Background: an optimization exercise with open tools, aiming at small area. Do not read the settings as production practice. Only simulation tests tie the RTL to the original design; equivalence was not proved. Power figures rest on the tool's default switching activity, not on a simulated workload.

Design vsn_sparam_coef_loader, start of the top module:
module vsn_sparam_coef_loader #(
    parameter int NPORTS     = vsn_sparam_pkg::NPORTS_DEFAULT,
    parameter int COEF_WIDTH = vsn_sparam_pkg::COEF_WIDTH_DEFAULT,
    parameter int RAMP_LOG2  = 4
) (
    input  logic                                 clk,
    input  logic                                 resetn,
    input  logic                                 wr_valid,
    output logic                                 wr_ready,
    input  logic [1:0]                           wr_row,
    input  logic [1:0]                           wr_col,
    input  logic [COEF_WIDTH-1:0]                wr_data,
    input  logic                                 commit_valid,
    output logic                                 commit_ready,
    input  logic                                 err_clear,
    output logic                                 err_addr,
    output logic                                 busy,
    output logic [NPORTS*NPORTS*COEF_WIDTH-1:0]  S_out
);
Size: ~2,600 cells after synthesis, ~480 flip-flops, ~170 I/O pins, ~0.027 mm² of cells after synthesis.
clock: 5.0 ns
lec_check: 0
cap_margin: 20
core_margin: 2
core_utilization: 40
cts_buf_list: sky130_fd_sc_hd__clkbuf_4
gpl_timing_driven: 0
slew_margin: 20
run.sh (not shown) runs the stock make flow with config.mk's settings and CLKGATE_MAP_FILE= SYNTH_SCRIPT=/design/flow/synth_recipe.tcl, a recipe that flattens the netlist after the stock synthesis.
Then changed:
==> flow/flow/run.sh (new file) <==
#!/bin/bash
# Own layout flow: the standard ORFS flow, with the port buffers that
# buffer_ports inserts on every input and output made the smallest buffer cell.
# The make output (all tools) goes to standard.log in the work folder; ORFS
# keeps each step's own log under orfs/logs/.
set -euo pipefail
export BUFFER_PORTS_ARGS="-buffer_cell sky130_fd_sc_hd__buf_1"
bash standard.sh > standard.log 2>&1
==> flow/standard.sh (new file) <==
#!/bin/bash
# synth_recipe.tcl (not shown) runs the flow's synth.tcl, then flattens the netlist and writes it again
# the make line also repeats each setting of config.mk as NAME=value (left out here)
make -C /OpenROAD-flow-scripts/flow DESIGN_CONFIG=/design/flow/config.mk WORK_HOME=/design/flow/orfs CLKGATE_MAP_FILE= SYNTH_SCRIPT=/design/flow/synth_recipe.tcl "${@:-finish}"
Settings changed: CTS_BUF_LIST sky130_fd_sc_hd__clkbuf_4 to default, GPL_TIMING_DRIVEN 0 to default.
removed: flow/run.sh
After rerunning: The changed run went through all stages and came out clean; clock skew is lower by 0.039 ns; non-clock buffer count goes down by 136; cell area drops by 5.3%; via count fell by about 8%; global-route usage went down by 3.0 points; routed wire length decreases by 13%; area after synthesis stays the same; total power fell by 6.4%; setup slack improves by 0.045 ns; first-iteration DRC count drops by about 40%.

Another version of the RTL of vsn_sparam_coef_loader (not shown whole).
For scale: about 2300 cells after synthesis, ~25000 sq um of cells after synthesis.
export LEC_CHECK = 0
export CAP_MARGIN = 20
export CORE_MARGIN = 2
export CORE_UTILIZATION = 40
export CTS_CLUSTER_DIAMETER = 100
export CTS_CLUSTER_SIZE = 26
export SLEW_MARGIN = 20
create_clock -name core_clock -period 5.0 [get_ports {clk}]
standard.sh (not shown) runs the stock make flow with config.mk's settings and CLKGATE_MAP_FILE= SYNTH_SCRIPT=/design/flow/synth_recipe.tcl, a recipe that flattens the netlist after the stock synthesis.
==> flow/flow/run.sh <==
#!/bin/bash
# Own layout flow: the standard ORFS flow, with the port buffers that
# buffer_ports inserts on every input and output made the smallest buffer cell.
# The make output (all tools) goes to standard.log in the work folder; ORFS
# keeps each step's own log under orfs/logs/.
set -euo pipefail
export BUFFER_PORTS_ARGS="-buffer_cell sky130_fd_sc_hd__buf_1"
bash standard.sh > standard.log 2>&1
The first run passed the timing, DRC and antenna checks.
Edit:
- CAP_MARGIN: 20 -> 0
- CORE_UTILIZATION: 40 -> 60
- SLEW_MARGIN: 20 -> 0
=> The new run completed with no timing, DRC or antenna violations; via count came out lower slightly; non-clock buffer count came out higher by 7; total power came out lower slightly; wire length came out lower by a few percent; setup slack loses 80 ps; utilization came out higher by 22 points; count of clock-buffer cells in the layout came out higher by 2.
Edit:
- CAP_MARGIN: 0 -> 20
- SLEW_MARGIN: 0 -> 20
What happened:
- register-to-register slack is about the same
- clock power is about the same
- routed wire length stays the same
- area after synthesis stays the same
- first-iteration DRC count is unchanged
- total power stays the same

alpha:
vsn_sparam_coef_loader, a different RTL version from the one above (not shown whole).
Size: about 2500 cells after synthesis, roughly 170 I/O pins, roughly 27000 µm² of cells after synthesis.
Settings: LEC_CHECK=0, CAP_MARGIN=20, CORE_MARGIN=2, CORE_UTILIZATION=40, CTS_BUF_LIST=sky130_fd_sc_hd__clkbuf_8, CTS_CLUSTER_DIAMETER=60, CTS_CLUSTER_SIZE=16, SLEW_MARGIN=20; clock period 5.0 ns.
Scripts as last shown in full above: flow/flow/run.sh
alpha ended with every stage complete and zero timing, DRC or antenna violations.
> inputs changed (alpha -> beta)
- CTS_CLUSTER_DIAMETER now 100, was 60
- CTS_BUF_LIST no longer set, was sky130_fd_sc_hd__clkbuf_8
- CTS_CLUSTER_SIZE now 26, was 16
[summary]
The final layouts of beta and alpha pass the timing, DRC and antenna checks.
Fraction of area in non-clock buffers across beta and alpha: no real change.
Changes observed in beta relative to alpha: met3 usage in global routing level; final critical-path setup slack shows an increase of 0.0049 ns; first-pass GRT wire length -1100 µm.
Relative to alpha, layout overhead on the synthesized area decreased by 1.0 points in beta.
Re design internal power: beta and alpha aren't equal, and the higher value belongs to alpha.
Looking only at total global-route track usage, and setting everything else aside, the lower value of beta and alpha goes to beta.

Another version of the RTL of vsn_sparam_coef_loader (not shown whole).
Size in the first run: roughly 2500 cells after synthesis, about 460 flip-flops, roughly 170 I/O pins.
==> flow/config.mk <==
export PLATFORM = sky130hd
export DESIGN_NAME = vsn_sparam_coef_loader
export DESIGN_NICKNAME = vsn_sparam_coef_loader
export VERILOG_FILES = /design/flow/design.v
export SDC_FILE = /design/flow/constraint.sdc
export NUM_CORES = 4
export LEC_CHECK = 0
export CAP_MARGIN = 20
export CORE_MARGIN = 2
export CORE_UTILIZATION = 60
export CTS_CLUSTER_DIAMETER = 100
export CTS_CLUSTER_SIZE = 26
export SLEW_MARGIN = 20
==> flow/constraint.sdc <==
create_clock -name core_clock -period 5.0 [get_ports {clk}]
set_input_delay 1.0000 -clock core_clock [delete_from_list [all_inputs] [get_ports {clk}]]
set_output_delay 1.0000 -clock core_clock [all_outputs]
set_load 0.01 [all_outputs]
==> flow/flow/run.sh <==
#!/bin/bash
# Own layout flow: the standard ORFS flow, with
# - the port buffers that buffer_ports inserts on every input and output made
#   the smallest buffer cell;
set -euo pipefail
export BUFFER_PORTS_ARGS="-buffer_cell sky130_fd_sc_hd__buf_1"
export CTS_ARGS="-sink_clustering_enable -repair_clock_nets -sink_clustering_size 26 -sink_clustering_max_diameter 100 -dont_use_dummy_load"
bash standard.sh > standard.log 2>&1
The starting point went through all stages and came out clean.
Next try:
==> flow/flow/run.sh (replaced) <==
#!/bin/bash
# Own layout flow: the standard ORFS flow, with the port buffers that
# buffer_ports inserts on every input and output made the smallest buffer cell.
# The make output (all tools) goes to standard.log in the work folder; ORFS
# keeps each step's own log under orfs/logs/.
set -euo pipefail
export BUFFER_PORTS_ARGS="-buffer_cell sky130_fd_sc_hd__buf_1"
bash standard.sh > standard.log 2>&1
Settings changed: CORE_UTILIZATION 60 to 40.
=>
- count of clock-buffer cells in the layout rose by 15
- first-iteration DRC count came out lower by 15%
- total power goes up by 1.7%
- design area came out higher by 1.8%
- global-route usage is lower by 8.6 points
- maximum frequency hardly moves

== old ==
The RTL this note starts from:
==> flow/design.v <==
package vsn_sparam_pkg;
    localparam int NPORTS_DEFAULT     = 3;
    localparam int COEF_WIDTH_DEFAULT = 16;
endpackage
module vsn_coef_ramp #(
    parameter int COEF_WIDTH = 16,
    parameter int RAMP_LOG2  = 4
) (
    input  logic                        clk,
    input  logic                        resetn,
    input  logic [COEF_WIDTH-1:0]       target,
    input  logic                        load,
    input  logic                        keep,
    input  logic [(1<<RAMP_LOG2)-1:0]   frac_carry,
    output logic [COEF_WIDTH-1:0]       value
);
    localparam int QW = COEF_WIDTH + 1 - RAMP_LOG2;
    logic [COEF_WIDTH:0]   delta_q;
    logic [COEF_WIDTH:0]   delta_d;
    logic [COEF_WIDTH-1:0] value_q;
    logic [COEF_WIDTH-1:0] value_d;
    logic                  carry_q;
    vsn_split_add #(.W(COEF_WIDTH + 1), .B0(6), .B(6)) u_sub (
        .a   ({target[COEF_WIDTH-1], target}),
        .b   (~{value_q[COEF_WIDTH-1], value_q}),
        .cin (1'b1),
        .sum (delta_d)
    );
    always_ff @(posedge clk or negedge resetn) begin
        if (!resetn) begin
            carry_q <= 1'b0;
        end else begin
            carry_q <= frac_carry[delta_q[RAMP_LOG2-1:0]];
        end
    end
    vsn_split_add #(.W(COEF_WIDTH), .B0(10), .B(6)) u_step (
        .a   (value_q),
        .b   ({{(RAMP_LOG2-1){delta_q[COEF_WIDTH]}}, delta_q[COEF_WIDTH:RAMP_LOG2]}),
        .cin (carry_q),
        .sum (value_d)
    );
    always_ff @(posedge clk or negedge resetn) begin
        if (!resetn) begin
            delta_q <= '0;
        end else if (load) begin
            delta_q <= delta_d;
        end else if (!keep) begin
            delta_q <= '0;
        end
    end
    always_ff @(posedge clk or negedge resetn) begin
        if (!resetn) begin
            value_q <= '0;
        end else begin
            value_q <= value_d;
        end
    end
    assign value = value_q;
endmodule
module vsn_split_add #(
    parameter int W  = 20,
    parameter int B0 = 7,
    parameter int B  = 7
) (
    input  logic [W-1:0] a,
    input  logic [W-1:0] b,
    input  logic         cin,
    output logic [W-1:0] sum
);
    localparam int NB = 1 + (W - B0 + B - 1) / B;
    logic [NB:0] bc;
    logic [B0:0] c;
    assign c[0] = cin;
    for (genvar i = 0; i < B0; i++) begin : g_lo
        assign sum[i] = a[i] ^ b[i] ^ c[i];
        assign c[i+1] = (a[i] & b[i]) | (c[i] & (a[i] ^ b[i]));
    end
    assign bc[1] = c[B0];
    for (genvar k = 1; k < NB; k++) begin : g_blk
        localparam int LO = B0 + (k - 1) * B;
        localparam int N  = (W - LO < B) ? (W - LO) : B;
        logic [N:0]   ch;
        logic [N-1:0] s0;
        logic [N:0]   all1;
        assign ch[0]   = 1'b0;
        assign all1[0] = 1'b1;
        for (genvar i = 0; i < N; i++) begin : g_bit
            assign s0[i]       = a[LO+i] ^ b[LO+i] ^ ch[i];
            assign ch[i+1]     = (a[LO+i] & b[LO+i]) | (ch[i] & (a[LO+i] ^ b[LO+i]));
            assign all1[i+1]   = all1[i] & s0[i];
            assign sum[LO+i]   = s0[i] ^ (bc[k] & all1[i]);
        end
        assign bc[k+1] = ch[N] | (all1[N] & bc[k]);
    end
endmodule
module vsn_sparam_coef_loader #(
    parameter int NPORTS     = vsn_sparam_pkg::NPORTS_DEFAULT,
    parameter int COEF_WIDTH = vsn_sparam_pkg::COEF_WIDTH_DEFAULT,
    parameter int RAMP_LOG2  = 4
) (
    input  logic                                 clk,
    input  logic                                 resetn,
    input  logic                                 wr_valid,
    output logic                                 wr_ready,
    input  logic [1:0]                           wr_row,
    input  logic [1:0]                           wr_col,
    input  logic [COEF_WIDTH-1:0]                wr_data,
    input  logic                                 commit_valid,
    output logic                                 commit_ready,
    input  logic                                 err_clear,
    output logic                                 err_addr,
    output logic                                 busy,
    output logic [NPORTS*NPORTS*COEF_WIDTH-1:0]  S_out
);
    localparam int NCOEF = NPORTS * NPORTS;
    localparam int NSTEP = 1 << RAMP_LOG2;
    function automatic logic [NSTEP*NSTEP-1:0] fc_table(input int n);
        logic [NSTEP*NSTEP-1:0] t;
        t = '0;
        for (int k = 0; k < n; k++) begin
            for (int r = 0; r < NSTEP; r++) begin
                t[k*NSTEP + r] = (((k + 1) * r) / NSTEP) != ((k * r) / NSTEP);
            end
        end
        fc_table = t;
    endfunction
    localparam logic [NSTEP*NSTEP-1:0] FC_TABLE = fc_table(NSTEP);
    logic                 busy_q;
    logic [RAMP_LOG2-1:0] cnt_q;
    logic                 err_q;
    logic                 wr_bad;
    logic                 commit_fire;
    logic                 keep;
    logic                 clean_q;
    logic [(1<<RAMP_LOG2)-1:0] frac_carry;
    assign wr_ready     = 1'b1;
    assign wr_bad       = (wr_row == 2'd3) || (wr_col == 2'd3);
    assign commit_ready = !busy_q;
    assign busy         = busy_q;
    assign commit_fire  = commit_valid && !busy_q;
    assign keep         = busy_q && !(&cnt_q);
    assign err_addr     = err_q;
    always_ff @(posedge clk or negedge resetn) begin
        if (!resetn) begin
            busy_q <= 1'b0;
            cnt_q  <= '0;
        end else begin
            if (commit_fire) begin
                busy_q <= 1'b1;
            end else if (&cnt_q) begin
                busy_q <= 1'b0;
            end
            cnt_q  <= cnt_d;
        end
    end
    logic [RAMP_LOG2-1:0] cnt_d;
    assign cnt_d      = busy_q ? cnt_q + 1'b1 : cnt_q;
    assign frac_carry = FC_TABLE[cnt_d*NSTEP +: NSTEP];
    always_ff @(posedge clk or negedge resetn) begin
        if (!resetn) begin
            clean_q <= 1'b0;
        end else begin
            clean_q <= 1'b1;
        end
    end
    always_ff @(posedge clk or negedge resetn) begin
        if (!resetn) begin
            err_q <= 1'b0;
        end else if (wr_valid && wr_bad) begin
            err_q <= 1'b1;
        end else if (err_clear) begin
            err_q <= 1'b0;
        end
    end
    for (genvar i = 0; i < NCOEF; i++) begin : g_coef
        localparam int ROW = i / NPORTS;
        localparam int COL = i % NPORTS;
        logic                  hit;
        logic [COEF_WIDTH-1:0] shadow_q;
        logic [COEF_WIDTH-1:0] target;
        assign hit    = wr_valid && (wr_row == 2'(ROW)) && (wr_col == 2'(COL));
        assign target = hit ? wr_data : (shadow_q & {COEF_WIDTH{clean_q}});
        always_ff @(posedge clk) begin
            shadow_q <= target;
        end
        vsn_coef_ramp #(
            .COEF_WIDTH (COEF_WIDTH),
            .RAMP_LOG2  (RAMP_LOG2)
        ) u_ramp (
            .clk    (clk),
            .resetn (resetn),
            .target (target),
            .load   (commit_fire),
            .keep   (keep),
            .frac_carry (frac_carry),
            .value  (S_out[i*COEF_WIDTH +: COEF_WIDTH])
        );
    end
endmodule
Settings: LEC_CHECK=0, CAP_MARGIN=20, CORE_MARGIN=2, CORE_UTILIZATION=40, CTS_CLUSTER_DIAMETER=100, CTS_CLUSTER_SIZE=26, SLEW_MARGIN=20; clock period 5.0 ns.
==> flow/flow/run.sh <==
#!/bin/bash
# Own layout flow: the standard ORFS flow, with
# - the port buffers that buffer_ports inserts on every input and output made
#   the smallest buffer cell;
# - timing-driven global placement kept, but its resizer changes not kept in the
#   netlist (GPL_KEEP_OVERFLOW 0): buffering and sizing are left to the later
#   repair steps, which see the final placement.
# The make output (all tools) goes to standard.log in the work folder; ORFS
# keeps each step's own log under orfs/logs/.
set -euo pipefail
export BUFFER_PORTS_ARGS="-buffer_cell sky130_fd_sc_hd__buf_1"
export GPL_KEEP_OVERFLOW=0
bash standard.sh > standard.log 2>&1
Having completed the whole flow, old delivered a layout that passed the timing, DRC and antenna checks.
#### Input delta (new over old)
- CORE_UTILIZATION now 60, was 40
==> flow/flow/run.sh <==
#!/bin/bash
# Own layout flow: the standard ORFS flow, with the port buffers that
# buffer_ports inserts on every input and output made the smallest buffer cell.
# The make output (all tools) goes to standard.log in the work folder; ORFS
# keeps each step's own log under orfs/logs/.
set -euo pipefail
export BUFFER_PORTS_ARGS="-buffer_cell sky130_fd_sc_hd__buf_1"
bash standard.sh > standard.log 2>&1
==> run notes <==
- Highest attainable clock frequency: new lower than old
- Post-route fraction of the period consumed by the critical path was lower in the run labelled old.
- Diff old -> new | maximum number of pins on one net before global-route repair | up by more than 100%
- Sort new and old by number of tapcells, ascending, and new comes first.
- Compared with old, in new count of clock-buffer cells in the layout moved up, worst setup slack before clock tree synthesis moved up.

separate check: timing with driven ports:
The flow's constraints put no driver on any port. The routed layouts listed below were extracted and timed again, unchanged, in two steps.
Step 1: set_driving_cell puts a clkbuf_16 on clk and a buf_2 on each other input, an assumption about the parent block.
Step 2 also shifts input and output timing later by t, the mid clock arrival at the registers, as if the neighbouring blocks saw the same clock.
Three values: no drivers, after step 1, after step 2; two values: the first two.
run | t (ns) | slack for setup (ns) | clock arrival spread, ns | slew at the worst register clock pin (ns) | pins driven straight from the clock port
the first run of note 1 | 1.012 | 0.221 / 0.248 / -0.758 | 0.068 / 0.067 | 0.08 / 0.08 | 1
the second run of note 1 | 0.661 | 0.266 / 0.270 / -0.391 | 0.018 / 0.018 | 0.06 / 0.06 | 1
the first run of note 2 | 0.641 | 0.107 / 0.107 / -0.329 | 0.029 / 0.028 | 0.12 / 0.12 | 1
the second run of note 2 | 0.615 | 0.027 / 0.027 / -0.248 | 0.020 / 0.021 | 0.11 / 0.11 | 1
the third run of note 2 | 0.615 | 0.027 / 0.027 / -0.248 | 0.020 / 0.021 | 0.11 / 0.11 | 1
alpha | 0.708 | 0.156 / 0.156 / -0.306 | 0.032 / 0.033 | 0.11 / 0.11 | 1
beta | 0.641 | 0.161 / 0.161 / -0.298 | 0.021 / 0.021 | 0.11 / 0.11 | 1
the first run of note 4 | 0.618 | 0.184 / 0.184 / -0.316 | 0.044 / 0.044 | 0.11 / 0.11 | 1
the second run of note 4 | 0.615 | 0.190 / 0.190 / -0.249 | 0.021 / 0.021 | 0.11 / 0.11 | 1
old | 0.621 | 0.210 / 0.210 / -0.351 | 0.023 / 0.023 | 0.11 / 0.11 | 1
new | 0.621 | 0.190 / 0.190 / -0.331 | 0.049 / 0.049 | 0.11 / 0.11 | 1
With both steps, setup timing fails in every run listed, where it was met with ideal ports. The setup slack of the first run of note 1, which loses most, moves by +0.027 ns with the drivers and by -0.979 ns with both steps.
